This is an optimization exercise on Yosys and OpenROAD, whose aim is small area, a short achievable clock period and few clock cycles, not a production implementation. RTL that was checked went through simulation tests only; none was proved equivalent to the original. No activity file was given, so power comes from the tool's default toggle rates.

Design hrlf_top, start of the top module:
module hrlf_top (
  input  wire        clk_i,
  input  wire        rst_ni,
  input  wire        push,
  input  wire [7:0]  rx_byte,
  input  wire        restart,
  output wire        full,
  output wire        empty,
  input  wire        pop,
  output wire        message_done,
  output wire        length_error,
  output wire [31:0] message_length
);
Settings: LEC_CHECK=0, CAP_MARGIN=20, CORE_MARGIN=2, CORE_UTILIZATION=40, CTS_BUF_LIST=sky130_fd_sc_hd__clkbuf_4 sky130_fd_sc_hd__clkbuf_8, SETUP_SLACK_MARGIN=3, SLEW_MARGIN=20; clock period 6.0 ns.
standard.sh (not shown) runs the stock make flow with config.mk's settings and CLKGATE_MAP_FILE= SYNTH_SCRIPT=/design/flow/synth_recipe.tcl, a recipe that flattens the netlist after the stock synthesis.
==> flow/flow/run.sh <==
#!/bin/bash
# layout flow: the standard flow, with plain buffers on the ports
# (the standard flow's port buffers are 0.5 ns delay cells)
set -euo pipefail
bash standard.sh synth > synth.log 2>&1
bash standard.sh BUFFER_PORTS_ARGS="-buffer_cell sky130_fd_sc_hd__buf_1" finish > layout.log 2>&1
Testbench counts at the start, summed over its fixed seeds: cycles 66,475.
Change:
--- a/flow/design.v
+++ b/flow/design.v
@@ -30,19 +30,19 @@
   logic [31:0] len_q;         
   wire full_w = in_v_q && out_valid_q;
   wire proc   = in_v_q && !out_valid_q;
   wire [7:0] b = b_q;
   wire nw      = fresh_q || r_q;
   assign full           = full_w;
   assign empty          = !out_valid_q;
   assign message_done   = !out_err_q;
   assign length_error   = out_err_q;
-  assign message_length = out_err_q ? 32'd0 : cnt_q;
+  assign message_length = cnt_q;
   wire       body  = body_q && !nw;
   wire       field = field_q && !nw;
   wire       seen  = seen_q && !nw;
   wire is_cr  = (b == 8'h0d);
   wire is_lf  = (b == 8'h0a);
   wire is_sp  = (b == 8'h20);
   wire is_dig = (b[7:4] == 4'h3) && (b[3:0] <= 4'd9);
   logic [14:0] name_eq;    
   logic [14:0] name_at;    
@@ -561,18 +561,19 @@
   assign x10_c[31] = xa_g_30_0 | (xa_p_30_0 & x10_ci);
   wire [31:0] x10 = x10_p0 ^ x10_c;
   wire ovf10 = (|len_q[31:29]) || xa_g_31_0 || (xa_p_31_0 && x10_ci);
   wire f_ok  = is_cr || (!dig_q && is_sp) || (is_dig && !ovf10);
   wire err   = !body && (hmax || (field && !f_ok) || (hdr_end && seen && lnz && ovf_hl));
   wire done  = body ? len_is1 : (!hmax && hdr_end && !(seen && lnz));
   wire emit  = proc && (err || done);
   wire to_body  = !body && hdr_end && seen && lnz;
   wire to_field = !body && !field && !seen && name_done;
+  wire clr      = proc && (err || nw);
   always_ff @(posedge clk_i or negedge rst_ni) begin
     if (!rst_ni) begin
       in_v_q      <= 1'b0;
       out_valid_q <= 1'b0;
       fresh_q     <= 1'b1;
     end else begin
       if (!full_w) begin
         in_v_q <= push;
       end
@@ -588,19 +589,19 @@
   end
   always_ff @(posedge clk_i) begin
     if (!full_w) begin
       b_q <= rx_byte;
       r_q <= restart;
     end
     if (emit) begin
       out_err_q <= err;
     end
-    cnt_q <= (proc && nw) ? 32'd1 : cnt_inc;
+    cnt_q <= clr ? {31'd0, !err} : cnt_inc;
     if (proc) begin
       body_q  <= body || to_body;
       field_q <= field ? !is_cr : to_field;
       dig_q   <= field && (dig_q || is_dig);
       seen_q  <= seen || (field && is_cr);
       nidx_q  <= nidx_nx;
       eidx_q  <= eidx_nx;
       if (body) begin
         len_q <= dec;
What happened: The new run ran to the end with no violations. Setup slack gets worse by 79 ps. Register-to-register slack degrades by 80 ps. Power grows by about a fifth. Routed wire length grows by roughly a tenth. Sequential cell count stays the same.
Function not checked in the second run of this note: the RTL went through the layout flow alone.


== branch juniper ==
Another version of the RTL of hrlf_top (not shown whole).
Size in the first run: about 87 flip-flops, ~6500 um2 of cells after synthesis.
==> flow/design.v (excerpt) <==
module hrlf_top (
  input  wire        clk_i,
  input  wire        rst_ni,
  input  wire        push,
  input  wire [7:0]  rx_byte,
  input  wire        restart,
  output wire        full,
  output wire        empty,
  input  wire        pop,
  output wire        message_done,
  output wire        length_error,
  output wire [31:0] message_length
);
  localparam logic [119:0] FieldName = "Content-Length:";
  logic        in_v_q;        
  logic [7:0]  b_q;           
  logic        r_q;           
  logic        out_valid_q;   
  logic        out_err_q;     
  logic        fresh_q;       
  logic        body_q;        
  logic        field_q;       
  logic        dig_q;         
  logic        seen_q;        
  logic [3:0]  nidx_q;        
  logic [1:0]  eidx_q;        
  logic [31:0] cnt_q;         
  logic [31:0] len_q;         
  wire full_w = in_v_q && out_valid_q;
  wire proc   = in_v_q && !out_valid_q;
  wire [7:0] b = b_q;
  wire nw      = fresh_q || r_q;
  assign full           = full_w;
  assign empty          = !out_valid_q;
  assign message_done   = !out_err_q;
  assign length_error   = out_err_q;
  assign message_length = out_err_q ? 32'd0 : cnt_q;
  wire       body  = body_q && !nw;
  wire       field = field_q && !nw;
  wire       seen  = seen_q && !nw;
  wire is_cr  = (b == 8'h0d);
  wire is_lf  = (b == 8'h0a);
  wire is_sp  = (b == 8'h20);
  wire is_dig = (b[7:4] == 4'h3) && (b[3:0] <= 4'd9);
  ...
clock: 6.0 ns
lec_check: 0
cap_margin: 20
core_margin: 2
core_utilization: 40
cts_buf_list: sky130_fd_sc_hd__clkbuf_4 sky130_fd_sc_hd__clkbuf_8
setup_slack_margin: 3
slew_margin: 20
Scripts as last shown in full above: flow/flow/run.sh
For branch maple, these inputs were changed with respect to branch juniper:
--- a/flow/design.v
+++ b/flow/design.v
@@ -32,40 +32,41 @@
   wire proc   = in_v_q && !out_valid_q;
   wire [7:0] b = b_q;
   wire nw      = fresh_q || r_q;
   assign full           = full_w;
   assign empty          = !out_valid_q;
   assign message_done   = !out_err_q;
   assign length_error   = out_err_q;
   assign message_length = out_err_q ? 32'd0 : cnt_q;
   wire       body  = body_q && !nw;
   wire       field = field_q && !nw;
   wire       seen  = seen_q && !nw;
+  wire [3:0] nidx  = nw ? 4'd0 : nidx_q;
+  wire [1:0] eidx  = nw ? 2'd0 : eidx_q;
   wire is_cr  = (b == 8'h0d);
   wire is_lf  = (b == 8'h0a);
   wire is_sp  = (b == 8'h20);
   wire is_dig = (b[7:4] == 4'h3) && (b[3:0] <= 4'd9);
   logic [7:0] nchar;
   always_comb begin
     nchar = FieldName[119 -: 8];
     for (int k = 0; k < 15; k++) begin
-      if (nidx_q == 4'(k)) nchar = FieldName[(14-k)*8 +: 8];
+      if (nidx == 4'(k)) nchar = FieldName[(14-k)*8 +: 8];
     end
   end
-  wire       is_c      = (b == FieldName[119 -: 8]);
-  wire       name_hit  = (b == nchar) && !nw;
-  wire       name_done = name_hit && (nidx_q == 4'd14);
-  wire [3:0] nidx_nx   = (name_hit && !name_done) ? nidx_q + 4'd1 : {3'd0, is_c};
-  wire       end_hit = eidx_q[0] ? is_lf : is_cr;
-  wire [1:0] eidx_nx = (end_hit && !nw) ? eidx_q + 2'd1 : {1'b0, is_cr};
-  wire       hdr_end = !nw && !field_q && is_lf && (eidx_q == 2'd3);
+  wire       name_hit  = (b == nchar);
+  wire       name_done = name_hit && (nidx == 4'd14);
+  wire [3:0] nidx_nx   = name_hit ? nidx + 4'd1 : {3'd0, b == FieldName[119 -: 8]};
+  wire       end_hit = eidx[0] ? is_lf : is_cr;
+  wire [1:0] eidx_nx = end_hit ? eidx + 2'd1 : {1'b0, is_cr};
+  wire       hdr_end = !field && end_hit && (eidx == 2'd3);
   wire ia_1_0 = cnt_q[1] & cnt_q[0];
   wire ia_3_2 = cnt_q[3] & cnt_q[2];
   wire ia_5_4 = cnt_q[5] & cnt_q[4];
   wire ia_7_6 = cnt_q[7] & cnt_q[6];
   wire ia_9_8 = cnt_q[9] & cnt_q[8];
   wire ia_11_10 = cnt_q[11] & cnt_q[10];
   wire ia_13_12 = cnt_q[13] & cnt_q[12];
   wire ia_15_14 = cnt_q[15] & cnt_q[14];
   wire ia_17_16 = cnt_q[17] & cnt_q[16];
   wire ia_19_18 = cnt_q[19] & cnt_q[18];
   wire ia_21_20 = cnt_q[21] & cnt_q[20];
@@ -348,26 +349,25 @@
   wire hl_p_1_0 = hl_p0[1] & hl_p0[0];
   wire hl_g_3_0 = hl_g_3_2 | (hl_p_3_2 & hl_g_1_0);
   wire hl_p_3_0 = hl_p_3_2 & hl_p_1_0;
   wire hl_g_7_0 = hl_g_7_4 | (hl_p_7_4 & hl_g_3_0);
   wire hl_p_7_0 = hl_p_7_4 & hl_p_3_0;
   wire hl_g_15_0 = hl_g_15_8 | (hl_p_15_8 & hl_g_7_0);
   wire hl_p_15_0 = hl_p_15_8 & hl_p_7_0;
   wire hl_g_31_0 = hl_g_31_16 | (hl_p_31_16 & hl_g_15_0);
   wire hl_p_31_0 = hl_p_31_16 & hl_p_15_0;
   wire ovf_hl = hl_g_31_0 | hl_p_31_0;
   wire [2:0]  x10_lo = b[3] ? 3'b111 : b[2:0];
-  wire        x10_slot = b[3];
-  wire        x10_ci = b[3] && b[0];
   wire [31:0] x10_a  = {len_q[28:0], x10_lo};
-  wire [31:0] x10_b  = {len_q[30:0], x10_slot};
+  wire [31:0] x10_b  = {len_q[30:0], b[3]};
+  wire        x10_ci = b[3] && b[0];
   wire [31:0] x10_g0 = x10_a & x10_b;
   wire [31:0] x10_p0 = x10_a ^ x10_b;
   wire xa_g_1_0 = x10_g0[1] | (x10_p0[1] & x10_g0[0]);
   wire xa_p_1_0 = x10_p0[1] & x10_p0[0];
   wire xa_g_3_2 = x10_g0[3] | (x10_p0[3] & x10_g0[2]);
   wire xa_p_3_2 = x10_p0[3] & x10_p0[2];
   wire xa_g_5_4 = x10_g0[5] | (x10_p0[5] & x10_g0[4]);
   wire xa_p_5_4 = x10_p0[5] & x10_p0[4];
   wire xa_g_7_6 = x10_g0[7] | (x10_p0[7] & x10_g0[6]);
   wire xa_p_7_6 = x10_p0[7] & x10_p0[6];
   wire xa_g_9_8 = x10_g0[9] | (x10_p0[9] & x10_g0[8]);
Notes after the runs:
branch maple improves on branch juniper in highest clock frequency the design can meet. Looking at post-synthesis sequential area ratio, branch maple sits below branch juniper. Compared with branch juniper, in branch maple area occupied by multi-input gates shows an increase of about 9%; met3 wire length shows a reduction of about 17%; parity-gate share of the synthesized area counting xor and xnor cells shows no meaningful change; required arrival time at the worst endpoint shows an increase of 0.05 ns; total wire length after detailed routing shows an increase of 5.3%. Initial standard-cell utilization of the core: branch maple vs branch juniper — no meaningful difference.
No run of this note included a check of the RTL's function; only the layout flow was run.

separate check: timing with driven ports:
The results above use ideal ports. As a check the final layouts listed here were re-extracted and re-timed, cells and wires unchanged. Step 1 (the two cells are an assumption about what drives the block):
set clk [get_ports {clk_i}]
set_driving_cell -lib_cell sky130_fd_sc_hd__clkbuf_16 $clk
set_driving_cell -lib_cell sky130_fd_sc_hd__buf_2 [delete_from_list [all_inputs] $clk]
Step 2, shift: input delay + t, output delay - t, t = (earliest + latest rising clock arrival at the registers) / 2. This alone moves slack from input paths to output paths. Three values: ideal, step 1, step 2; two values: the first two.
| run | t (ns) | setup slack, ns | worst setup path after step 2 |
|---|---|---|---|
| the first run of note 1 | 0.408 | 3.101 / 3.101 / 3.101 | register to register |
| the second run of note 1 | 0.417 | 3.022 / 3.022 / 3.022 | register to register |
| branch juniper | 0.420 | 2.937 / 2.937 / 2.937 | register to register |
| branch maple | 0.418 | 2.949 / 2.949 / 2.949 | register to register |
After both steps setup and hold are still met in every run listed.
